Source: an optimization exercise on an open RTL-to-GDS flow (aim: small area). Production flows keep margins and buffers that such runs may drop. RTL that was checked went through simulation tests only; none was proved equivalent to the original. No functional check of the RTL was part of runs 3 and 4. Power and IR drop assume default switching activity.

<file path="design/flow/flow/run.sh">
#!/bin/bash
# The standard layout (standard.sh: standard synthesis, then ORFS to finish) with two
# layout-only changes:
#  - port buffers are buf_1 instead of the clkdlybuf4s50_1 that buffer_ports picks;
#  - clock tree: clkbuf_8 sink clusters of at most 16 flops within 60 um, and no dummy
#    balancing loads (the clock period leaves ample hold and setup margin).
# make's full output goes to flow_make.log; ORFS writes each step's log under orfs/logs/.
set -euo pipefail
cd "$(dirname "${BASH_SOURCE[0]}")/.."
export BUFFER_PORTS_ARGS="-buffer_cell sky130_fd_sc_hd__buf_1"
export CTS_ARGS="-sink_clustering_enable -repair_clock_nets -sink_clustering_size 16 -sink_clustering_max_diameter 60 -buf_list sky130_fd_sc_hd__clkbuf_8 -dont_use_dummy_load"
bash standard.sh > flow_make.log 2>&1
</file>
<file path="design/flow/standard.sh">
#!/bin/bash
# synth_recipe.tcl (not shown) runs the flow's synth.tcl, then flattens the netlist and writes it again
# the make line also repeats each setting of config.mk as NAME=value (left out here)
make -C /OpenROAD-flow-scripts/flow DESIGN_CONFIG=/design/flow/config.mk WORK_HOME=/design/flow/orfs CLKGATE_MAP_FILE= SYNTH_SCRIPT=/design/flow/synth_recipe.tcl "${@:-finish}"
</file>
<file path="design/flow/config.mk">
export PLATFORM = sky130hd
export DESIGN_NAME = regfile_scoreboard
export DESIGN_NICKNAME = regfile_scoreboard
export VERILOG_FILES = /design/flow/design.v
export SDC_FILE = /design/flow/constraint.sdc
export NUM_CORES = 4
export LEC_CHECK = 0
export CAP_MARGIN = 20
export CORE_MARGIN = 2
export CORE_UTILIZATION = 62
export PLACE_DENSITY = 0.72
export SLEW_MARGIN = 20
export SYNTH_HIERARCHICAL = 1
</file>
<file path="design/flow/constraint.sdc">
create_clock -name core_clock -period 10.0 [get_ports {clk}]
set_input_delay 2.0000 -clock core_clock [delete_from_list [all_inputs] [get_ports {clk}]]
set_output_delay 2.0000 -clock core_clock [all_outputs]
set_load 0.01 [all_outputs]
</file>
<file path="design/flow/design.v">
module regfile_scoreboard #(
    parameter int               XLEN    = 32,
    parameter int               NREG    = 32,
    parameter int               SP_IDX  = 2,
    parameter logic [XLEN-1:0]  SP_INIT = 32'h0001_0000,
    parameter int               BYPASS  = 1,
    localparam int              AW      = $clog2(NREG)
) (
    input  logic            clk,
    input  logic            rst,
    input  logic            iss_valid,
    input  logic            iss_we,
    input  logic [AW-1:0]   iss_rd,
    input  logic [AW-1:0]   iss_rs1,
    input  logic [AW-1:0]   iss_rs2,
    output logic            iss_ready,
    output logic [XLEN-1:0] rs1_data,
    output logic [XLEN-1:0] rs2_data,
    input  logic            wb_valid,
    input  logic [AW-1:0]   wb_rd,
    input  logic [XLEN-1:0] wb_data,
    input  logic            flush,
    output logic [NREG-1:0] busy_vec,
    output logic [AW:0]     pend_cnt,
    output logic            err_wb
);
    localparam bit BYP = (BYPASS != 0);
    logic [XLEN-1:0] regs [1:NREG-1];
    logic [NREG-1:0] busy_q;    
    logic [NREG-1:1] busy_r;
    logic [AW:0]     cnt_q;
    logic            err_q;
    logic [NREG-1:0] dec_rs1, dec_rs2, dec_rd, dec_wb;
    always_comb begin
        for (int i = 0; i < NREG; i++) begin
            dec_rs1[i] = (iss_rs1 == i[AW-1:0]);
            dec_rs2[i] = (iss_rs2 == i[AW-1:0]);
            dec_rd[i]  = (iss_rd  == i[AW-1:0]);
            dec_wb[i]  = (wb_rd   == i[AW-1:0]);
        end
    end
    logic wb_hit, fwd1, fwd2, fwd_rd;
    assign wb_hit = wb_valid && (wb_rd != '0);
    assign fwd1   = BYP && wb_hit && (wb_rd == iss_rs1);
    assign fwd2   = BYP && wb_hit && (wb_rd == iss_rs2);
    assign fwd_rd = BYP && wb_hit && (wb_rd == iss_rd);
    logic [NREG-1:0] sel1, sel2;
    assign sel1 = dec_rs1 & {NREG{!fwd1}};
    assign sel2 = dec_rs2 & {NREG{!fwd2}};
    for (genvar b = 0; b < XLEN; b++) begin : g_rd
        logic [NREG-1:0] t1, t2;
        always_comb begin
            t1[0] = wb_data[b];
            t2[0] = wb_data[b];
            for (int i = 1; i < NREG; i++) begin
                t1[i] = regs[i][b];
                t2[i] = regs[i][b];
            end
        end
        regfile_sb_andor32 u_rs1 (.sel({sel1[NREG-1:1], fwd1}), .d(t1), .y(rs1_data[b]));
        regfile_sb_andor32 u_rs2 (.sel({sel2[NREG-1:1], fwd2}), .d(t2), .y(rs2_data[b]));
    end
    logic busy_rs1, busy_rs2, busy_rd, busy_wb;
    assign busy_rs1 = |(dec_rs1 & busy_q);
    assign busy_rs2 = |(dec_rs2 & busy_q);
    assign busy_rd  = |(dec_rd  & busy_q);
    assign busy_wb  = |(dec_wb  & busy_q);
    assign busy_q = {busy_r, 1'b0};
    assign iss_ready = !flush && (!busy_rs1 || fwd1) && (!busy_rs2 || fwd2)
                     && (!iss_we || !busy_rd || fwd_rd);
    logic set_en;
    assign set_en = iss_valid && iss_ready && iss_we && (iss_rd != '0);
    logic [NREG-1:0] busy_d;
    always_comb begin
        busy_d[0] = 1'b0;
        for (int i = 1; i < NREG; i++) begin
            busy_d[i] = !flush && ((set_en && dec_rd[i]) || (busy_q[i] && !(wb_valid && dec_wb[i])));
        end
    end
    logic inc, dec;
    assign inc = set_en && !busy_rd;
    assign dec = wb_hit && busy_wb && !(set_en && busy_rd);
    always_ff @(posedge clk) begin
        if (!rst) begin
            busy_r <= '0;
            cnt_q  <= '0;
            err_q  <= 1'b0;
        end else begin
            busy_r <= busy_d[NREG-1:1];
            if (flush)
                cnt_q <= '0;
            else if (inc && !dec)
                cnt_q <= cnt_q + 1'b1;
            else if (dec && !inc)
                cnt_q <= cnt_q - 1'b1;
            if (wb_hit && !busy_wb)
                err_q <= 1'b1;
        end
    end
    logic [XLEN-1:0] wd;
    assign wd = wb_data & {XLEN{rst}};
    for (genvar i = 1; i < NREG; i++) begin : g_reg
        logic            ld_i, hold_i;
        logic [XLEN-1:0] wd_i, nxt_i;
        assign ld_i   = !rst || (wb_valid && dec_wb[i]);
        assign hold_i = rst && !(wb_valid && dec_wb[i]);
        if (i == SP_IDX) begin : g_sp
            assign wd_i = wd | (SP_INIT & {XLEN{!rst}});
        end else begin : g_plain
            assign wd_i = wd;
        end
        for (genvar b = 0; b < XLEN; b++) begin : g_bit
            regfile_sb_ao22 u_nxt (.a1(ld_i), .a2(wd_i[b]), .b1(hold_i), .b2(regs[i][b]), .y(nxt_i[b]));
        end
        always_ff @(posedge clk) begin
            regs[i] <= nxt_i;
        end
    end
    assign busy_vec = busy_q;
    assign pend_cnt = cnt_q;
    assign err_wb   = err_q;
endmodule
module regfile_sb_andor32 (
    input  logic [31:0] sel,
    input  logic [31:0] d,
    output logic        y
);
    logic [11:0] g;
    for (genvar k = 0; k < 10; k++) begin : g_aoi
        regfile_sb_aoi222 u (.a1(sel[3*k]), .a2(d[3*k]), .b1(sel[3*k+1]), .b2(d[3*k+1]),
                             .c1(sel[3*k+2]), .c2(d[3*k+2]), .y(g[k]));
    end
    regfile_sb_nand2 u_t30 (.a(sel[30]), .b(d[30]), .y(g[10]));
    regfile_sb_nand2 u_t31 (.a(sel[31]), .b(d[31]), .y(g[11]));
    logic [2:0] h;
    regfile_sb_nand4 u_n0 (.a(g[0]), .b(g[1]), .c(g[2]), .d(g[3]), .y(h[0]));
    regfile_sb_nand4 u_n1 (.a(g[4]), .b(g[5]), .c(g[6]), .d(g[7]), .y(h[1]));
    regfile_sb_nand4 u_n2 (.a(g[8]), .b(g[9]), .c(g[10]), .d(g[11]), .y(h[2]));
    regfile_sb_or3   u_o  (.a(h[0]), .b(h[1]), .c(h[2]), .y(y));
endmodule
module regfile_sb_aoi222 (
    input  logic a1, a2, b1, b2, c1, c2,
    output logic y
);
    assign y = !((a1 && a2) || (b1 && b2) || (c1 && c2));
endmodule
module regfile_sb_nand2 (
    input  logic a, b,
    output logic y
);
    assign y = !(a && b);
endmodule
module regfile_sb_nand4 (
    input  logic a, b, c, d,
    output logic y
);
    assign y = !(a && b && c && d);
endmodule
module regfile_sb_or3 (
    input  logic a, b, c,
    output logic y
);
    assign y = a || b || c;
endmodule
module regfile_sb_ao22 (
    input  logic a1, a2, b1, b2,
    output logic y
);
    assign y = (a1 && a2) || (b1 && b2);
endmodule
</file>
==> results of run 1 <==
[Yosys stat by module, one instance, submodules excluded, a selection]
module              times used  cells inside
regfile_sb_aoi222          640             1
regfile_sb_nand2           128             1
regfile_sb_nand4           192             1
regfile_sb_ao22            992             1
regfile_sb_or3              64             1
regfile_scoreboard           1          1700
[path summary, 6_finish.rpt]
| check | cells past startpoint | slack (ns) | endpoint |
|---|---|---|---|
| min | 2 | 0.49 | cnt_q[5]$_SDFFE_PP0P_ |
| max reg2reg | 17 | 5.00 | cnt_q[5]$_SDFFE_PP0P_ |
| max | 13 | 0.83 | rs2_data[14] |
| min reg2reg | 2 | 0.49 | cnt_q[5]$_SDFFE_PP0P_ |
[state kept, by name (all words and copies together), names as in the netlist]
register and count:
regs 992, err_q 1, busy_r 31, cnt_q 6
[per-stage QoR]
step	hold WS, ns	worst slack [ns]	power, µW
after floorplan	0.4599	0.9656	5344
after global placement	0.4696	1.387	5790
after detailed placement	0.4775	1.341	5851
after CTS	0.4943	1.317	7763
after global routing	0.5165	0.8342	8048
final	0.4895	0.8255	7931
[cell type report]
| class | count | share of cell area |
|---|---|---|
| Clock buffer | 77 | 0.02319 |
| Tap cell | 864 | 0.02365 |
| Antenna cell | 13 | 0.0007118 |
| Sequential cell | 1030 | 0.4511 |
| Multi-Input combinational cell | 2579 | 0.4593 |
| Inverter | 44 | 0.003614 |
| Timing Repair Buffer | 303 | 0.03841 |
[layer usage]
metal  global-route usage  routed length [µm]  vias to the layer above
met5              0.01386                 292                        -
met4               0.4287               20430                       28
met3               0.2729               38540                     1563
met2               0.7508               77710                     5106
met1               0.6375               62740                    21160
li1                     -                   -                    17200
[cells in the mapped netlist, types with 4 or more instances]
library cell	n	area share
sky130_fd_sc_hd__nor3b_1	4	0.00072
sky130_fd_sc_hd__nand3b_1	11	0.0020
sky130_fd_sc_hd__clkbuf_1	47	0.0042
sky130_fd_sc_hd__buf_2	9	0.0011
sky130_fd_sc_hd__nand2b_1	15	0.0023
sky130_fd_sc_hd__a222oi_1	642	0.15
sky130_fd_sc_hd__xor2_1	8	0.0017
sky130_fd_sc_hd__and2_1	36	0.0054
sky130_fd_sc_hd__o21ai_0	32	0.0038
sky130_fd_sc_hd__o31ai_2	5	0.0015
sky130_fd_sc_hd__o21ai_1	5	0.00060
sky130_fd_sc_hd__nor4b_1	5	0.0011
sky130_fd_sc_hd__nor2b_1	18	0.0027
sky130_fd_sc_hd__a22o_1	997	0.21
sky130_fd_sc_hd__nand4_1	196	0.029
sky130_fd_sc_hd__and3_1	8	0.0012
sky130_fd_sc_hd__nor2_1	80	0.0072
sky130_fd_sc_hd__or3_1	69	0.010
sky130_fd_sc_hd__nor3_1	11	0.0013
sky130_fd_sc_hd__nand2_1	230	0.021
sky130_fd_sc_hd__a22oi_1	6	0.0011
sky130_fd_sc_hd__ha_1	5	0.0015
sky130_fd_sc_hd__xnor2_1	12	0.0025
sky130_fd_sc_hd__mux2_2	6	0.0016
sky130_fd_sc_hd__o31ai_1	8	0.0014
sky130_fd_sc_hd__a21oi_1	16	0.0019
sky130_fd_sc_hd__inv_1	44	0.0040
sky130_fd_sc_hd__nor4_1	20	0.0030
sky130_fd_sc_hd__nand3_1	61	0.0073
sky130_fd_sc_hd__mux2i_1	12	0.0029
sky130_fd_sc_hd__a31oi_1	4	0.00060
sky130_fd_sc_hd__buf_1	4	0.00036
sky130_fd_sc_hd__dfxtp_1	1030	0.50
[power groups by stage]
stage	Combinational [µW]	Clock, µW	Sequential, µW
floorplan	625	0	4720
global placement	1030	0	4760
detailed placement	1060	0	4790
CTS	1060	2000	4700
global route	1150	2140	4750
finish	1150	2050	4730
[worst max-delay path, cell delays in order]
cell,delay [ns]
sky130_fd_sc_hd__buf_1,0.57
sky130_fd_sc_hd__or4_1,0.21
sky130_fd_sc_hd__o21ai_0,0.23
sky130_fd_sc_hd__nor4_2,0.63
sky130_fd_sc_hd__buf_4,0.70
sky130_fd_sc_hd__nor2_1,0.22
sky130_fd_sc_hd__nand3_1,0.33
sky130_fd_sc_hd__nor2_4,0.21
sky130_fd_sc_hd__buf_4,0.33
sky130_fd_sc_hd__a222oi_1,0.43
sky130_fd_sc_hd__nand4_1,0.58
sky130_fd_sc_hd__or3_1,0.55
sky130_fd_sc_hd__buf_1,0.14
[kinds of logic after synthesis]
group	count (synthesis)
flops	1030
simple gates	785
fa+ha+maj	6
compound gates	1748
buf+inv	107
other cells	1
mux	19
xor+xnor	20
[layout by cell type (no fill, tap or decap), types with 61 or more instances in the layout]
master,instances
sky130_fd_sc_hd__a222oi_1,642
sky130_fd_sc_hd__a22o_1,997
sky130_fd_sc_hd__buf_1,159
sky130_fd_sc_hd__buf_4,139
sky130_fd_sc_hd__clkbuf_8,77
sky130_fd_sc_hd__dfxtp_1,1030
sky130_fd_sc_hd__nand2_1,219
sky130_fd_sc_hd__nand3_1,61
sky130_fd_sc_hd__nand4_1,196
sky130_fd_sc_hd__or3_1,69
==> run summary, run 1 <==
Status
The flow ran to the end and the layout has no timing, DRC or antenna violations.

Yosys
The share of the synthesized area in compound gates (AO/OA/AOI/OAI) was 0.3831. The multiplexer share of the synthesized area is 0.005053. The simple-gate share of the synthesized area is 0.09962. Synthesis produced a netlist with a net count of 3,780. The dominant synthesized flop cell is sky130_fd_sc_hd__dfxtp_1. The largest family of logic cells by synthesized area is compound AO/OA/AOI/OAI gates. After synthesis the cells add up to 0.04160 mm². The synthesized design contains 1,030 register bits. Each instance of the synthesized netlist takes up on average 11.19 µm².

During synthesis, Yosys emitted a total of 9 warnings. Counting every instance in the synthesized netlist gives 3,716. For this run, asynchronously set or reset flops after synthesis account for 0. Of the total synthesized cell area, the portion taken by XOR and XNOR cells is 0.004211. In this run, synthesis inferred 0 flip-flops with an integrated enable.

Of the total synthesized cell area, the portion taken by full adders, half adders and majority gates is 0.001985. The sequential cell area fraction in the yosys report is 0.4957. The number of distinct library cells after synthesis is 73.

Worst setup path
The data required time at the worst endpoint is 8.00 ns. The worst setup path is launched from an input port. Along the worst path, the maximum fanout reaches 33. The type of the setup path with the least slack is in -> out. The reg-to-reg startpoint is busy_r[24]$_SDFF_PN0_. The kind of end point of the critical path is an output pin. The beginning of the critical path is wb_rd[1]. The data arrival time of the worst path is 7.17 ns.

Floorplan
The core region is 0.06610 mm². The full die area is 0.06918 mm². 162 I/O pins were placed. For this configuration, the core starts out at a cell density of 0.6293.

In this run the core area contains 94 standard-cell rows. The die is 263.0 µm tall. The horizontal die dimension is 263.0 µm.

STA
The measured slew at the worst slew-check pin is 1.384 ns. The fraction of the cycle the final worst path needs is 0.9174. After routing, the total negative slack on setup checks comes to 0 ns.

The highest attainable clock frequency is 109.0 MHz. The hold violation count in the final report came to 0. In this run the tightest slew margin relative to its limit is 0.07543.

Setup repair after global routing left no endpoint under its margin. The final count of pins violating max slew was 0. The final setup violation count is 0. The clock period could shrink to 9.174 ns. The clock arrives with 0.06188 ns of skew.

Route
The aggregate routed wire length is 199,700 µm. The number of violations reported at the end of detailed-routing iteration 0 is 12,530. The residual DRC count is 0. The detail-routed via count per cell is 9.175. The detailed-route via count is 45,050. The post-route antenna net violation count is 0. For this run, the detailed router's first-pass iteration total came to 17.

In the final routed layout, each cell accounts on average for 40.68 µm.

Clock network
The clock latency reported for the late side of the worst-skew pair is 0.74 ns. The number of cells upsized or downsized after cts is 0. The master cell of the clock root buffer is sky130_fd_sc_hd__clkbuf_8. The number of hold buffers added after CTS was 0.

The longest clock path from root to sink contains 3 buffers. The CTS tree is built. The sink count of the clock tree is 1,030. The post-CTS setup repair buffer count is 0. Clock-pin slew was measured on the worst setup and hold paths at 0.11 ns.

In this run, CTS created clock tree buffers numbering 77. The CTS H-tree depth is 3.

Power
Power spread over the standard cell area amounts to 173.5 mW/mm². The share of total power dissipated in sequential elements is 0.596. Of the total power, the share spent switching nets is 0.3035. The worst IR drop on VDD is 0.0001415 V. Of the total power, the clock network draws 0.258.

The switching power total is 2407 µW. The internal power summed over all cells is 5524 µW. The leakage dissipation is 0.01693 µW. Of the total power, combinational logic draws 0.146.

Placed design
The global placement routability congestion is 1.028. In this run the tool buffered the top-level ports with 160 buffer cells. The instance count after placement with tap cells included is 4,818. The wire-length estimate of the detail-placed layout is 115,700 µm. The placed instances occupy a cell area of 0.04456 mm².

Flow run
Max-cap violations in this run came to 0.

Global routing
The global-route wire length before repair is 284,700 µm. The initial antenna violation count came to 30. The global-route total usage across every layer is 0.5447.

The via count of the first global-routing pass is 43,420. The largest net degree at the start of global routing is 44. After global routing the overflow that remains totals 0.

Final layout
The area occupied by registers is 0.02062 mm². For this run, the share of the core covered by cells in the final layout is 0.6915. The area growth from synthesis to layout is 9.872%. The fill cell instance count of the final layout is 4,943.

The count of non-filler cells in the finished layout is 4,910. The fraction of layout instances using a drive strength above 1 is 0.08207. With fillers left out, the area of the finished cells amounts to 0.04571 mm².

The multi-input combinational cell area is 0.02099 mm². For this run, the post-layout net count is 4,099.

Min path
The source of the worst hold timing path is cnt_q[5]$_SDFFE_PP0P_. In this run the worst hold path is classified as reg -> reg.
==> run 2, diff against run 1 <==
==> design/flow/flow/run.sh (replaced) <==
#!/bin/bash
# The standard layout, with small buffers on the ports instead of the default
# clkdlybuf4s50_1 that buffer_ports picks; everything else is the standard flow's own flow.
set -euo pipefail
cd "$(dirname "${BASH_SOURCE[0]}")/.."
export BUFFER_PORTS_ARGS="-buffer_cell sky130_fd_sc_hd__buf_1"
bash standard.sh > flow_make.log 2>&1
--- a/design/flow/config.mk
+++ b/design/flow/config.mk
@@ -10,2 +10,4 @@
 export CORE_UTILIZATION = 62
+export CTS_CLUSTER_DIAMETER = 80
+export CTS_CLUSTER_SIZE = 25
 export PLACE_DENSITY = 0.72
==> run 2 against run 1 <==
Against the previous run:
- still clean on timing, DRC and antenna
- routed wire length is 0.28% lower
- register-to-register slack better by 0.04 ns
- sequential power hardly changed
- clock power is 15% higher
- die area stayed put
- area after synthesis stayed put
- design area is 0.89% higher
- highest routed layer unchanged
==> run summary, run 2 <==
Global routing
The global-route congestion overflow total is 0. The via count of the first global-routing pass is 43,200. The first global-routing pass estimated 284,000 µm of wire.

The largest net degree at the start of global routing is 44. Across every metal layer, demand over resource in global routing totals 0.5423. The initial antenna violation count is 25.

Clock network
The clock latency reported for the late side of the worst-skew pair is 0.66 ns. Clock-pin slew was measured on the worst setup and hold paths at 0.09 ns. Once the clock tree was built, the resizer swapped 0 gates to a different size.

The number of clock buffers added by TritonCTS is 49. The H-tree was split into 2 levels. The sink count of the clock tree is 1,030.

The master cell of the clock root buffer is sky130_fd_sc_hd__clkbuf_16. TritonCTS built the clock tree. The number of hold buffers added after CTS is 0. The number of buffers on the longest clock path is 3. The post-CTS setup repair buffer count is 0.

Placed design
The estimated wirelength of the detail-placed design is 115,700 µm. During placement, the flow inserted port buffers numbering 160. The global placement routability congestion is 1.028.

In this run, placement finished with an instance count of 4,818.

Final layout
In the final design database the tool counted 4,073 nets. The count of non-filler cells in the finished layout is 4,897. The largest registers in the layout are regs: 992 flops, busy_r: 31 flops, cnt_q: 6 flops. Once layout is complete, the utilization of the core stands at 0.6976.

The fill cell instance count of the final layout is 4,877. The number of flip-flops in the largest register is 992. Of the cells placed in the final design, the portion with a size suffix greater than 1 is 0.07863. The most common cell after layout, fill and taps aside is sky130_fd_sc_hd__dfxtp_1. In the layout the commonest cells are sky130_fd_sc_hd__dfxtp_1, sky130_fd_sc_hd__a22o_1, sky130_fd_sc_hd__a222oi_1.

The largest register by flop count is regs. Relative to the synthesized area, the layout overhead comes to 10.85%.

STA
The clock skew is 0.03442 ns. The highest attainable clock frequency is 108.7 MHz. For the pin with the worst max-slew slack, the measured transition is 1.337 ns. The final count of pins violating max slew is 0. The normalized max-slew margin is 0.1067.

The hold violation count in the final report is 0. The clock period minus final worst setup slack is 9.202 ns. The sum of negative setup slack is 0 ns. Of the available clock period, the critical path in the final layout requires 0.9202.

Setup violations remaining at the end of the flow were counted as 0. Hold timing on the final database bottoms out at a slack of 0.4905 ns. Setup repair after global routing left no endpoint under its margin.

Yosys
The number of nets produced by synthesis is 3,780. The most used standard cell by instance count after synthesis is sky130_fd_sc_hd__dfxtp_1. In the synthesized netlist the dominant register cell turns out to be sky130_fd_sc_hd__dfxtp_1.

By count the netlist is led by sky130_fd_sc_hd__dfxtp_1, sky130_fd_sc_hd__a22o_1, sky130_fd_sc_hd__a222oi_1. Of the post-synthesis cell area, the dominant cell type holds 0.4957. The register bit count reported by yosys is 1,030.

Counting flops with a built-in enable in the synthesized netlist gives 0. Of the synthesized area, sequential elements account for 0.4957. For this run, asynchronously set or reset flops after synthesis account for 0.

Yosys mapped the design onto 73 distinct sky130hd cell types. The biggest area contributor in the post-synthesis netlist is sky130_fd_sc_hd__dfxtp_1. The warning count from the yosys run is 9.

Averaged over all synthesized cells, the footprint is 11.19 µm². After synthesis, the cell types taking the most area are sky130_fd_sc_hd__dfxtp_1, sky130_fd_sc_hd__a22o_1, sky130_fd_sc_hd__a222oi_1, sky130_fd_sc_hd__nand4_1, sky130_fd_sc_hd__nand2_1. The count of mapped cells out of synthesis is 3,716. The cell area after technology mapping is 0.04160 mm².

Power
The total power divided by cell area is 178.6 mW/mm². The leakage dissipation is 0.01709 µW. The worst IR drop on VDD is 0.0001485 V.

Route
The first-pass iteration count of the detailed router is 15. The post-route antenna net violation count is 0. The number of violations reported at the end of detailed-routing iteration 0 is 12,180. The detail-routed via count per cell is 9.179. After detailed routing, the number of remaining DRC violations is 0.

After detailed routing, the average wire length per cell comes to 40.67 µm. The detailed-route via count is 44,950. The aggregate routed wire length is 199,200 µm.

Floorplan
The number of rows created at floorplan is 94. In this run the standard cell core region covers 0.06610 mm². The die is 263.0 µm tall. Pin placement for this block handled 162 I/O pins.

The floorplan step set the die width to 263.0 µm. The full die area is 0.06918 mm². The initial cell density of the core is 0.6293.

Worst setup path
Counting cells, the worst reg-to-reg path comes to 17. The critical path is of the in -> out type. In this design, the largest share of critical-path delay is due to simple AND/OR/NAND/NOR gates.

Together, buffers and inverters on the worst path number 4. The data required time at the worst endpoint is 8.00 ns. The data arrival time of the worst path is 7.20 ns. For this run, the slowest stage of the critical path takes 0.68 ns.

Along the worst path, the maximum fanout reaches 33. The reg-to-reg startpoint is busy_r[24]$_SDFF_PN0_. Walking the worst path, the cells encountered are buf_1, or4_1, o21ai_0, nor4_2, buf_4, nor2_1, nand3_1, nor2_4, buf_4, a222oi_1, nand4_1, or3_1, buf_1. STA classifies the critical path startpoint as an input port. The register-to-register setup slack is 5.04 ns. In this run the critical register-to-register path is captured at cnt_q[5]$_SDFFE_PP0P_. The slowest cell on the critical path is sky130_fd_sc_hd__buf_4. The kind of end point of the critical path is an output pin.

Min path
The startpoint identified for the worst hold timing path is cnt_q[5]$_SDFFE_PP0P_. The class of the tightest hold or removal check is reg -> reg. The worst hold path terminates at cnt_q[5]$_SDFFE_PP0P_. The cell count of the worst hold path is 2.

Status
The run finished with no timing, DRC or antenna violations.

Flow run
The tool flagged a number of max-cap violations equal to 0.
==> run 2: cell counts after synthesis <==
No cell type changed its count.
==> run 2: kinds of logic (layout without fill, tap and decap cells) <==
kind of cell,after synthesis,after routing,synth area share
muxes,19,19,0.005053
xor gates and xnor gates,20,20,0.004211
AOI/OAI and AO/OA,1748,1748,0.3831
buffers and inverters,107,410,0.01029
other,1,15,0.00009015
adders and majority gates,6,6,0.001985
and+or+nand+nor,785,785,0.09962
DFF,1030,1030,0.4957
==> run 2: how the worst max path moves through the flow <==
| stage | startpoint | to | slack, ns | cells past startpoint |
|---|---|---|---|---|
| 5_1_grt | wb_rd[1] | rs2_data[14] | 0.85 | 13 |
| 2_1_floorplan | iss_rs2[0] | rs2_data[0] | 0.97 | 11 |
| 6_report | wb_rd[1] | rs2_data[14] | 0.80 | 13 |
| 3_5_place_dp | wb_rd[1] | rs2_data[14] | 1.34 | 13 |
| 3_3_place_gp | wb_rd[1] | rs2_data[14] | 1.39 | 13 |
| 4_1_cts | wb_rd[1] | rs2_data[14] | 1.32 | 13 |
==> run 2: modules after synthesis (local to each module, per instance), a selection <==
| module | area [µm²] | flip-flops and latches | cells inside | copies in the design |
|---|---|---|---|---|
| regfile_sb_aoi222 | 10.01 | 0 | 1 | 640 |
| regfile_sb_or3 | 6.256 | 0 | 1 | 64 |
| regfile_sb_nand4 | 6.256 | 0 | 1 | 192 |
| regfile_sb_nand2 | 3.754 | 0 | 1 | 128 |
| regfile_sb_ao22 | 8.758 | 0 | 1 | 992 |
| regfile_scoreboard | 24420 | 1030 | 1700 | 1 |
==> run 2: worst reg2reg max path, delay by kind of cell, from the launching register on <==
| kind | cells | cell delay (ns) |
|---|---|---|
| compound gates | 6 | 1.15 |
| mux | 1 | 0.23 |
| simple gates | 6 | 2.24 |
| xor+xnor | 1 | 0.09 |
| buf+inv | 1 | 0.12 |
| fa+ha+maj | 2 | 0.59 |
| flops | 1 | 0.48 |
==> run 2: layout make-up <==
| cell class | instances | area [µm²] | area share |
|---|---|---|---|
| clock buffer | 52 | 1269 | 0.02751 |
| multi-input combinational | 2579 | 20990 | 0.4552 |
| inverter | 44 | 165.2 | 0.003582 |
| timing repair buffer | 305 | 1803 | 0.03910 |
| antenna | 14 | 35.03 | 0.0007598 |
| tap | 864 | 1081 | 0.02344 |
| sequential | 1030 | 20620 | 0.4472 |
| clock inverter | 9 | 147.6 | 0.003202 |
==> run 2: through the flow <==
stage,setup slack [ns],cell area [µm²],power (µW)
after floorplan,0.9656,41600,5344
after global placement,1.387,44500,5790
after detailed placement,1.341,44560,5851
after CTS,1.318,45970,8083
after global routing,0.8540,46080,8362
final,0.7980,46110,8233
==> run 2: power breakdown <==
group	internal (µW)	total (µW)	leakage (µW)	switching (µW)
registers	4440	4730	0.00855	286
clock network	976	2350	0.000694	1380
logic	391	1150	0.00784	763
==> run 2: metal layers <==
layer / vias up / track usage / share of wire
li1: 17180 / - / -
met1: 21090 / 0.6454 / 0.31
met2: 5142 / 0.7513 / 0.39
met3: 1520 / 0.2536 / 0.19
met4: 20 / 0.4204 / 0.099
met5: - / 0.01802 / 0.0015
==> run 3, diff against run 2 <==
--- a/design/flow/design.v
+++ b/design/flow/design.v
@@ -102,6 +102,5 @@
     for (genvar i = 1; i < NREG; i++) begin : g_reg
-        logic            ld_i, hold_i;
-        logic [XLEN-1:0] wd_i, nxt_i;
-        assign ld_i   = !rst || (wb_valid && dec_wb[i]);
-        assign hold_i = rst && !(wb_valid && dec_wb[i]);
+        logic            we_i;
+        logic [XLEN-1:0] wd_i;
+        assign we_i = !rst || (wb_valid && dec_wb[i]);
         if (i == SP_IDX) begin : g_sp
@@ -111,7 +110,5 @@
         end
-        for (genvar b = 0; b < XLEN; b++) begin : g_bit
-            regfile_sb_ao22 u_nxt (.a1(ld_i), .a2(wd_i[b]), .b1(hold_i), .b2(regs[i][b]), .y(nxt_i[b]));
-        end
         always_ff @(posedge clk) begin
-            regs[i] <= nxt_i;
+            if (we_i)
+                regs[i] <= wd_i;
         end
@@ -164,7 +161 @@
 endmodule
-module regfile_sb_ao22 (
-    input  logic a1, a2, b1, b2,
-    output logic y
-);
-    assign y = (a1 && a2) || (b1 && b2);
-endmodule
==> design/flow/run.sh (new file) <==
#!/bin/bash
# synth_recipe.tcl (not shown) runs the flow's synth.tcl, then flattens the netlist and writes it again
# the make line also repeats each setting of config.mk as NAME=value (left out here)
make -C /OpenROAD-flow-scripts/flow DESIGN_CONFIG=/design/flow/config.mk WORK_HOME=/design/flow/orfs CLKGATE_MAP_FILE= SYNTH_SCRIPT=/design/flow/synth_recipe.tcl finish
--- a/design/flow/config.mk
+++ b/design/flow/config.mk
@@ -9,6 +9,4 @@
 export CORE_MARGIN = 2
-export CORE_UTILIZATION = 62
-export CTS_CLUSTER_DIAMETER = 80
-export CTS_CLUSTER_SIZE = 25
-export PLACE_DENSITY = 0.72
+export CORE_UTILIZATION = 40
+export PLACE_DENSITY = 0.6
 export SLEW_MARGIN = 20
removed: design/flow/flow/run.sh
removed: design/flow/standard.sh
==> run 3 against run 2 <==
Against the previous run:
- clock-buffer cell count grew 80
- combinational power shrank 21%
- sequential cell count is the same
- register-to-register slack gained 0.49 ns
- cell count shrank 8.9%
- routed wire length shrank 13%
- still clean on timing, DRC and antenna
- maximum frequency grew 4.0%
- power grew 22%
- clock skew grew 0.0093 ns
- largest power group unchanged
==> run summary, run 3 <==
Final layout
The area growth from synthesis to layout is 18.55%. The number of nets in the final layout is 3,045. More flip-flops sit in one register than any other, and that register is regs.

The top cell types in the final layout, fill and taps aside, are sky130_fd_sc_hd__edfxtp_1, sky130_fd_sc_hd__a222oi_1, sky130_fd_sc_hd__nand4_1. The fraction of layout instances using a drive strength above 1 is 0.1314. Counting the fill cells in the layout gives 8,941. The final core utilization is 0.4787. Leaving out fill and tap cells, the most frequent cell in the layout is sky130_fd_sc_hd__edfxtp_1. The largest registers in the layout are regs: 992 flops, busy_r: 31 flops, cnt_q: 6 flops. The register with the most flip-flops in the layout has 992 of them.

Placed design
The quantity of I/O buffers inserted on ports is 160. The estimated wirelength of the detail-placed design is 101,500 µm. Routability-driven placement finished with a final weighted congestion of 0.9518.

Yosys
The most used standard cell by instance count after synthesis is sky130_fd_sc_hd__edfxtp_1. Of all flip-flops after synthesis, the portion carrying an async set or reset was 0. The cell area after technology mapping is 0.04263 mm². The largest area contributor in the netlist is sky130_fd_sc_hd__edfxtp_1.

By count the netlist is led by sky130_fd_sc_hd__edfxtp_1, sky130_fd_sc_hd__a222oi_1, sky130_fd_sc_hd__nand2_1. The number of enable-type register cells in the synthesized netlist is 992. In this run the mean area of a mapped cell was 16.06 µm².

By area the synthesized netlist is led by sky130_fd_sc_hd__edfxtp_1, sky130_fd_sc_hd__a222oi_1, sky130_fd_sc_hd__nand4_1, sky130_fd_sc_hd__nand2_1, sky130_fd_sc_hd__dfxtp_1. The dominant synthesized flop cell is sky130_fd_sc_hd__edfxtp_1. In this run, synthesis produced a sequential element count of 1,030. The number of nets in the synthesized netlist is 2,719. The sequential cell area fraction in the yosys report is 0.7166. Of the post-synthesis cell area, the dominant cell type holds 0.6988. The number of distinct library cells after synthesis is 81. The warning count from the yosys run is 8. Synthesis produced a netlist whose cell count is 2,655.

Power
The analysis attributes to net switching a power of 2517 µW. In this run the static leakage power is 0.01606 µW. The power share of the sequential group is 0.529.

The worst-case IR drop observed on VDD is 0.0001688 V. Internal power comes to 7532 µW. In this run the power density over the cells is 198.8 mW/mm². Of the total power, the share spent switching nets is 0.2505. The combinational group share of total power is 0.091.

The clock share of power is 0.380.

Floorplan
The die height is 330.5 µm. The floorplan has 119 rows. Pin placement for this block handled 162 I/O pins.

The horizontal die dimension is 330.5 µm. The core area is 0.1056 mm². The full die area is 0.1092 mm². For this configuration, the core starts out at a cell density of 0.4038.

STA
The final count of pins violating max slew is 0. Setup repair after global routing left no endpoint under its margin. In the finished design, the share of the clock period the worst path needs comes to 0.8845. The final setup violation count is 0. The hold violation count in the final report is 0.

The normalized max-slew margin is 0.2118. The sum of negative setup slack is 0 ns. At the pin with the least slew margin, the transition time is 1.182 ns.

Clock skew on the completed layout was measured at 0.04373 ns. The highest attainable clock frequency is 113.1 MHz. The worst path in the final design needs a cycle of 8.845 ns, including I/O delays and setup.

Route
For this block, the via count after detailed routing is 33,860. The detail-routed via count per cell is 7.589. Dividing the detail-routed wire length by the instance count gives 38.74 µm. For this block, the initial DRC count from the detailed router was 8,210. Wires add up to 172,900 µm. The post-route antenna net violation count is 0. The first detailed-routing pass ran for 17 iterations. After detailed routing, the number of remaining DRC violations is 0.

Clock network
The master cell of the clock root buffer is sky130_fd_sc_hd__clkbuf_16. The number of hold buffers added after CTS is 0. TritonCTS built the clock tree. The CTS clock-pin slew for the worst setup and hold paths is 0.06 ns. The longest clock path from root to sink contains 3 buffers.

The H-tree was split into 3 levels. The post-CTS setup repair buffer count is 0. In this run, CTS created clock tree buffers numbering 106. For this design, the sink count on the clock tree is 1,030.

The number of cells upsized or downsized after cts is 0. The clock latency reported for the late side of the worst-skew pair is 0.71 ns.

Global routing
The via count of the first global-routing pass came to 32,150. The global-route total usage across every layer is 0.3078. The first global-routing pass estimated 239,100 µm of wire. The initial antenna violation count came to 6. Global routing finished with a remaining overflow of 0. The largest net degree at the start of global routing is 46.

Worst setup path
By startpoint and endpoint, the worst setup path is classified as in -> out. STA classifies the critical path endpoint as an output pin. At the worst endpoint, the required time is 8.00 ns. STA classifies the critical path startpoint as an input port. The data arrival time of the worst path is 6.84 ns. Of all nets on the critical path, the largest fanout is 32.

Status
The run finished with no timing, DRC or antenna violations.

Flow run
Max-cap violations in this run came to 0.

Min path
In this run the worst hold path is classified as reg -> reg.
[run 3: cell count changes in the layout (fill, tap and decap cells not counted), sizes merged, moves of 12 or more]
| cell | delta |
|---|---|
| a22o | -995 |
| buf | -189 |
| clkbuf | +80 |
| clkdlybuf4s50 | +159 |
| clkinv | +23 |
| dfxtp | -992 |
| edfxtp | +992 |
| nand2 | -18 |
| nor4 | -13 |
| o31ai | -12 |
[run 3: cell families after synthesis]
kind of cell	synth area share
simple gates	0.09345
compound gates	0.1699
flops	0.7166
mux	0.006339
xor+xnor	0.004285
fa+ha+maj	0.001937
buf+inv	0.007425
other cells	0.00008797
[run 3: per-stage QoR]
stage                     cell area (µm²)  total power, µW  instances  hold slack, ns  setup slack (ns)
after floorplan                     42630             5720       2655          0.5023             2.306
after global placement              47160             6240       4263          0.4655             1.360
after detailed placement            47160             6273       4263          0.4943             1.339
after CTS                           50490            10030       4458          0.5093             1.302
after global routing                50530            10290       4459          0.5209             1.029
final                               50540            10050       4462          0.4990             1.155
[run 3: layout make-up]
| type | count | area [µm²] | area share |
|---|---|---|---|
| flip-flops and latches | 1030 | 30550 | 0.6045 |
| multi-input cells | 1557 | 12310 | 0.2435 |
| clock buffers | 132 | 2750 | 0.05442 |
| repair buffers | 275 | 2567 | 0.05080 |
| well taps | 1391 | 1740 | 0.03444 |
| clock inverters | 63 | 576.8 | 0.01141 |
| inverters | 11 | 41.29 | 0.0008170 |
| diodes | 3 | 7.507 | 0.0001485 |
[run 3: final timing paths]
kind                         start               endpoint  slack (ns)  depth (start not counted)
max                     iss_rs2[0]           rs2_data[13]        1.16                         12
min             err_q$_SDFFE_PN0P_     err_q$_SDFFE_PN0P_        0.50                          1
max reg2reg  busy_r[23]$_SDFF_PN0_  cnt_q[5]$_SDFFE_PP0P_        5.53                         18
min reg2reg     err_q$_SDFFE_PN0P_     err_q$_SDFFE_PN0P_        0.50                          1
[run 3: worst max-delay path, stage by stage]
cell	delay, ns
sky130_fd_sc_hd__clkdlybuf4s50_1	1.05
sky130_fd_sc_hd__xnor2_1	0.20
sky130_fd_sc_hd__nand3_1	0.17
sky130_fd_sc_hd__nor4_4	0.51
sky130_fd_sc_hd__nor2_1	0.16
sky130_fd_sc_hd__nand2_1	0.46
sky130_fd_sc_hd__nor3_2	0.07
sky130_fd_sc_hd__buf_4	0.36
sky130_fd_sc_hd__a222oi_1	0.50
sky130_fd_sc_hd__nand4_1	0.26
sky130_fd_sc_hd__or3_1	0.52
sky130_fd_sc_hd__clkdlybuf4s50_1	0.54
[run 3: per-layer routing]
| metal | routed length, µm | track usage | vias up |
|---|---|---|---|
| li1 | - | - | 13130 |
| met5 | 21 | 0 | - |
| met4 | 12010 | 0.1839 | 4 |
| met3 | 26310 | 0.08426 | 631 |
| met1 | 59010 | 0.3993 | 16730 |
| met2 | 75520 | 0.4628 | 3377 |
[run 3: per-module statistics from Yosys (local to each module, per instance), a selection]
module              copies in the design  cell area [µm²]  cells inside
regfile_scoreboard                     1            34140          1631
regfile_sb_nand4                     192            6.256             1
regfile_sb_or3                        64            6.256             1
regfile_sb_aoi222                    640            10.01             1
regfile_sb_nand2                     128            3.754             1
[run 3: power groups by stage]
stage / Combinational (µW) / Sequential [µW] / Clock (µW)
detailed placement: 876 / 5400 / 0
CTS: 880 / 5310 / 3840
global placement: 871 / 5370 / 0
global route: 928 / 5350 / 4010
floorplan: 378 / 5340 / 0
finish: 911 / 5320 / 3820
==> run 4, diff against run 3 <==
--- a/design/flow/config.mk
+++ b/design/flow/config.mk
@@ -9,4 +9,6 @@
 export CORE_MARGIN = 2
-export CORE_UTILIZATION = 40
-export PLACE_DENSITY = 0.6
+export CORE_UTILIZATION = 70
+export CTS_CLUSTER_DIAMETER = 80
+export CTS_CLUSTER_SIZE = 25
+export PLACE_DENSITY = 0.8
 export SLEW_MARGIN = 20
==> run 4 against run 3 <==
Against the previous run:
- still clean
- critical path depth grew 1
- clock skew shrank 0.029 ns
- area after synthesis is the same
- largest power group unchanged
==> run summary, run 4 <==
Final layout
Summing all flip-flop and latch instances after layout gives 0.03055 mm². In the final layout, the share of cells above drive strength 1 is 0.09605. The largest registers in the layout are regs: 992 flops, busy_r: 31 flops, cnt_q: 6 flops. The filler cells instantiated in the layout total 3,186.

The area growth from synthesis to layout is 11.14%. The post-layout instance area is 0.04738 mm². In the final layout, the multi-input gates occupy 0.01215 mm². The number of flip-flops in the largest register is 992. The largest register by flop count is regs. At the end of the flow, the number of nets in the layout was 2,964. The top cell types in the final layout, fill and taps aside, are sky130_fd_sc_hd__edfxtp_1, sky130_fd_sc_hd__a222oi_1, sky130_fd_sc_hd__nand4_1.

Excluding fillers, the count of instances in the completed layout stands at 3,700. The most common cell after layout, fill and taps aside is sky130_fd_sc_hd__edfxtp_1.

Yosys
In the synthesized netlist the dominant register cell turns out to be sky130_fd_sc_hd__edfxtp_1. The synthesized netlist occupies a cell area of 0.04263 mm². By area, the combinational part of the netlist is dominated by compound AO/OA/AOI/OAI gates. The register bit count reported by yosys is 1,030.

Averaged over all synthesized cells, the footprint is 16.06 µm². The share of the synthesized area in compound gates (AO/OA/AOI/OAI) was 0.1699. The count of mapped cells out of synthesis is 2,655.

Counting instances in the post-synthesis netlist gives the leading cell types as sky130_fd_sc_hd__edfxtp_1, sky130_fd_sc_hd__a222oi_1, sky130_fd_sc_hd__nand2_1. After synthesis, the netlist uses 81 different library cells. The async set or reset register ratio after synthesis is 0. Sorting the synthesized cells by area gives the leading types as sky130_fd_sc_hd__edfxtp_1, sky130_fd_sc_hd__a222oi_1, sky130_fd_sc_hd__nand4_1, sky130_fd_sc_hd__nand2_1, sky130_fd_sc_hd__dfxtp_1. Of the total synthesized cell area, the portion taken by full adders, half adders and majority gates is 0.001937.

The sequential cell area fraction in the yosys report is 0.7166. By instance count, the leading cell after synthesis is sky130_fd_sc_hd__edfxtp_1. Of the total synthesized cell area, the portion taken by XOR and XNOR cells is 0.004285.

The warning count from the yosys run is 8. Of the post-synthesis cell area, the dominant cell type holds 0.6988. The number of nets produced by synthesis is 2,719. The number of enable-type register cells in the synthesized netlist is 992. Of the total synthesized cell area, the portion taken by AND, OR, NAND and NOR gates is 0.09345. Summed over all instances, the cell type with the most area after synthesis is sky130_fd_sc_hd__edfxtp_1. Measured against the total synthesized area, the mux share comes to 0.006340.

STA
The sum of negative setup slack is 0 ns. The fraction of the cycle the final worst path needs is 0.9420. For the finished layout, the period the worst path requires is 9.420 ns. The measured slew at the worst slew-check pin is 1.244 ns.

The final setup violation count is 0. Headroom to the max-slew limit came out at 0.1678. Setup repair after global routing left no endpoint under its margin.

The clock arrives with 0.01444 ns of skew. Static timing analysis puts the maximum clock frequency at 106.2 MHz. The final count of pins violating max slew was 0. The hold violation count in the final report is 0.

Worst setup path
The data required time at the worst endpoint is 8.00 ns. The worst register-to-register path has a setup slack of 5.03 ns. The worst setup path is captured at an output pin.

The worst setup path is of the in -> out kind. The sort of element at the start of the critical path is an input port. STA puts the critical path data arrival time at 7.42 ns.

Of all nets on the critical path, the largest fanout is 34. The reg-to-reg startpoint is busy_r[23]$_SDFF_PN0_. The capture point of the worst reg-to-reg path is cnt_q[5]$_SDFFE_PP0P_.

The worst register-to-register path has a depth of 18.

Min path
For hold timing, the worst endpoint is cnt_q[5]$_SDFFE_PP0P_. The worst hold path was traced through 2 stages. In this run the worst hold path is classified as reg -> reg. The source of the worst hold timing path is cnt_q[5]$_SDFFE_PP0P_.

Global routing
The global-route congestion overflow total is 0. In the global route stage, overall resource usage came out at 0.5022. Entering global routing, the biggest net connects 68 pins.

The first global-routing pass estimated 227,200 µm of wire. The via count of the first global-routing pass is 33,010. The initial antenna violation count was 10.

Floorplan
The initial cell density of the core is 0.7076. The number of rows created at floorplan is 90. 162 I/O pins were placed. The region available for standard cell placement spans 0.06025 mm². Measured along the x axis, the die boundary spans 250.8 µm. The die height is 250.8 µm. The floorplan step defined a die boundary enclosing 0.06289 mm².

Flow run
The count of max-cap constraint violations is 0.

Power
The share of total power dissipated in combinational logic is 0.105. The internal power of the cells totals 6310 µW. The clock share of power is 0.263. The total power divided by cell area is 178.3 mW/mm². The leakage dissipation is 0.01496 µW. The worst IR drop on VDD is 0.0003184 V. Of the total power, the share spent switching nets is 0.2532.

The switching power total is 2139 µW. The power share of the sequential group is 0.632.

Clock network
The longest clock path from root to sink contains 3 buffers. CTS built an H-tree with a depth of 2. The master cell of the clock root buffer is sky130_fd_sc_hd__clkbuf_16. Once the clock tree was built, the setup fixing pass inserted 0 buffers. The number of cells upsized or downsized after cts is 0. The clock reaches the later pin of the worst-skew pair after 0.65 ns. The sink count of the clock tree is 1,030. The number of buffers created by CTS is 48.

The CTS clock-pin slew for the worst setup and hold paths is 0.09 ns. The number of hold buffers added after CTS is 0. TritonCTS built the clock tree.

Placed design
Routability-driven placement finished with a final weighted congestion of 1.044. The instance count after placement with tap cells included is 3,628. Summed over all nets, the half-perimeter wirelength after detailed placement is 94,040 µm. Buffers placed on the I/O ports in this run total 160. The instance area at placement is 0.04591 mm².

Route
For this block, the via count after detailed routing is 34,620. For this block, the routed nets add up to 160,900 µm of wire. Dividing the detail-routed wire length by the instance count gives 43.49 µm. The residual DRC count is 0. The first TritonRoute pass finished after 23 iterations.

Dividing the detail-routed via count by the number of cells gives 9.355. For this block, the initial DRC count from the detailed router was 11,140. The detail route stage leaves a number of antenna-violating nets equal to 0.

Status
The flow ran to the end and the layout has no timing, DRC or antenna violations.
==> run 4: routing by layer <==
layer	up-vias	GRT usage	routed length [µm]
li1	12870	-	-
met3	1221	0.1640	31070
met1	15730	0.6203	43410
met5	-	0	132
met4	18	0.3737	18280
met2	4774	0.7483	68010
==> run 4: how the worst max path moves through the flow <==
stage          startpoint     endpoint  slack [ns]  depth (start not counted)
2_1_floorplan    wb_rd[3]  rs2_data[0]        2.31                          9
3_3_place_gp     wb_rd[0]  rs2_data[2]        1.34                         13
3_5_place_dp     wb_rd[0]  rs2_data[2]        1.07                         13
4_1_cts          wb_rd[0]  rs2_data[2]        1.06                         13
5_1_grt          wb_rd[0]  rs2_data[2]        0.61                         13
6_report         wb_rd[0]  rs2_data[2]        0.58                         13
==> run 4: per-stage QoR <==
stage                     setup WS (ns)    util  power, µW  hold WS, ns
after floorplan                   2.306       -       5720       0.5023
after global placement            1.340  0.7618       6158       0.4521
after detailed placement          1.071  0.7620       6226       0.4766
after CTS                         1.063  0.7841       8313       0.4946
after global routing             0.6071  0.7863       8560       0.5165
final                            0.5805  0.7864       8449       0.4905
==> run 4: area by class of cell <==
type / instances / share of cell area
sequential: 1030 / 0.6448
multi-input combinational: 1557 / 0.2564
timing repair buffer: 252 / 0.04904
clock buffer: 58 / 0.02659
tap: 782 / 0.02065
clock inverter: 7 / 0.001505
inverter: 11 / 0.0008715
antenna: 3 / 0.0001585
==> run 4: Yosys stat by module, one instance, submodules excluded, a selection <==
module | copies in the design | flops+latches | cells
regfile_scoreboard | 1 | 1030 | 1631
regfile_sb_aoi222 | 640 | 0 | 1
regfile_sb_nand4 | 192 | 0 | 1
regfile_sb_or3 | 64 | 0 | 1
regfile_sb_nand2 | 128 | 0 | 1
==> run 4: power by group through the flow <==
stage	combinational (µW)	clock, µW	sequential, µW
3_5_place_dp	809	0	5420
6_report	887	2220	5340
5_1_grt	882	2310	5370
3_3_place_gp	792	0	5370
2_1_floorplan	378	0	5340
4_1_cts	815	2170	5330
==> run 4: cells by family (layout without fill, tap and decap cells) <==
| family | Yosys count | count (layout) |
|---|---|---|
| DFF | 1030 | 1030 |
| AOI/OAI and AO/OA | 755 | 755 |
| and+or+nand+nor | 750 | 750 |
| buffers and inverters | 68 | 328 |
| muxes | 25 | 25 |
| xor gates and xnor gates | 20 | 20 |
| adders and majority gates | 6 | 6 |
| other | 1 | 4 |
==> run 4: critical path, cell delays in order <==
cell,delay [ns]
sky130_fd_sc_hd__clkdlybuf4s50_1,0.82
sky130_fd_sc_hd__or4_4,0.25
sky130_fd_sc_hd__o21ai_4,0.09
sky130_fd_sc_hd__nor4_4,0.41
sky130_fd_sc_hd__buf_4,0.53
sky130_fd_sc_hd__nor2_1,0.16
sky130_fd_sc_hd__nand2_1,0.40
sky130_fd_sc_hd__nor2_2,0.05
sky130_fd_sc_hd__buf_4,0.33
sky130_fd_sc_hd__a222oi_1,0.51
sky130_fd_sc_hd__nand4_1,0.70
sky130_fd_sc_hd__or3_1,0.61
sky130_fd_sc_hd__clkdlybuf4s50_1,0.51

[separate check: timing with driven ports]
The flow's constraints put no driver on any port. The routed layouts listed below were extracted and timed again, unchanged, in two steps. Step 1 sets driving cells, clkbuf_16 on the clock port and buf_2 on the other inputs (assumed; they add their load-dependent delay and slew). Step 2 times the ports against the registers' clock, not the clock port: input delays grow and output delays shrink by t, the midpoint of the rising clock arrivals with the driver on. a / b / c = no drivers / after step 1 / after step 2; a / b = the first two.
| run | shift t [ns] | setup WS [ns] | worst slew at a driven data input, ns |
|---|---|---|---|
| run 1 | 0.787 | 0.826 / 0.783 / 0.783 | 0.13 |
| run 2 | 0.720 | 0.798 / 0.761 / 0.761 | 0.14 |
| run 3 | 0.763 | 1.155 / 1.128 / 1.128 | 0.05 |
| run 4 | 0.710 | 0.581 / 0.548 / 0.548 | 0.06 |
After both steps every run listed still meets setup and hold. For run 1, which loses most, drivers alone change the setup slack by -0.043 ns; drivers and shift together by -0.043 ns.
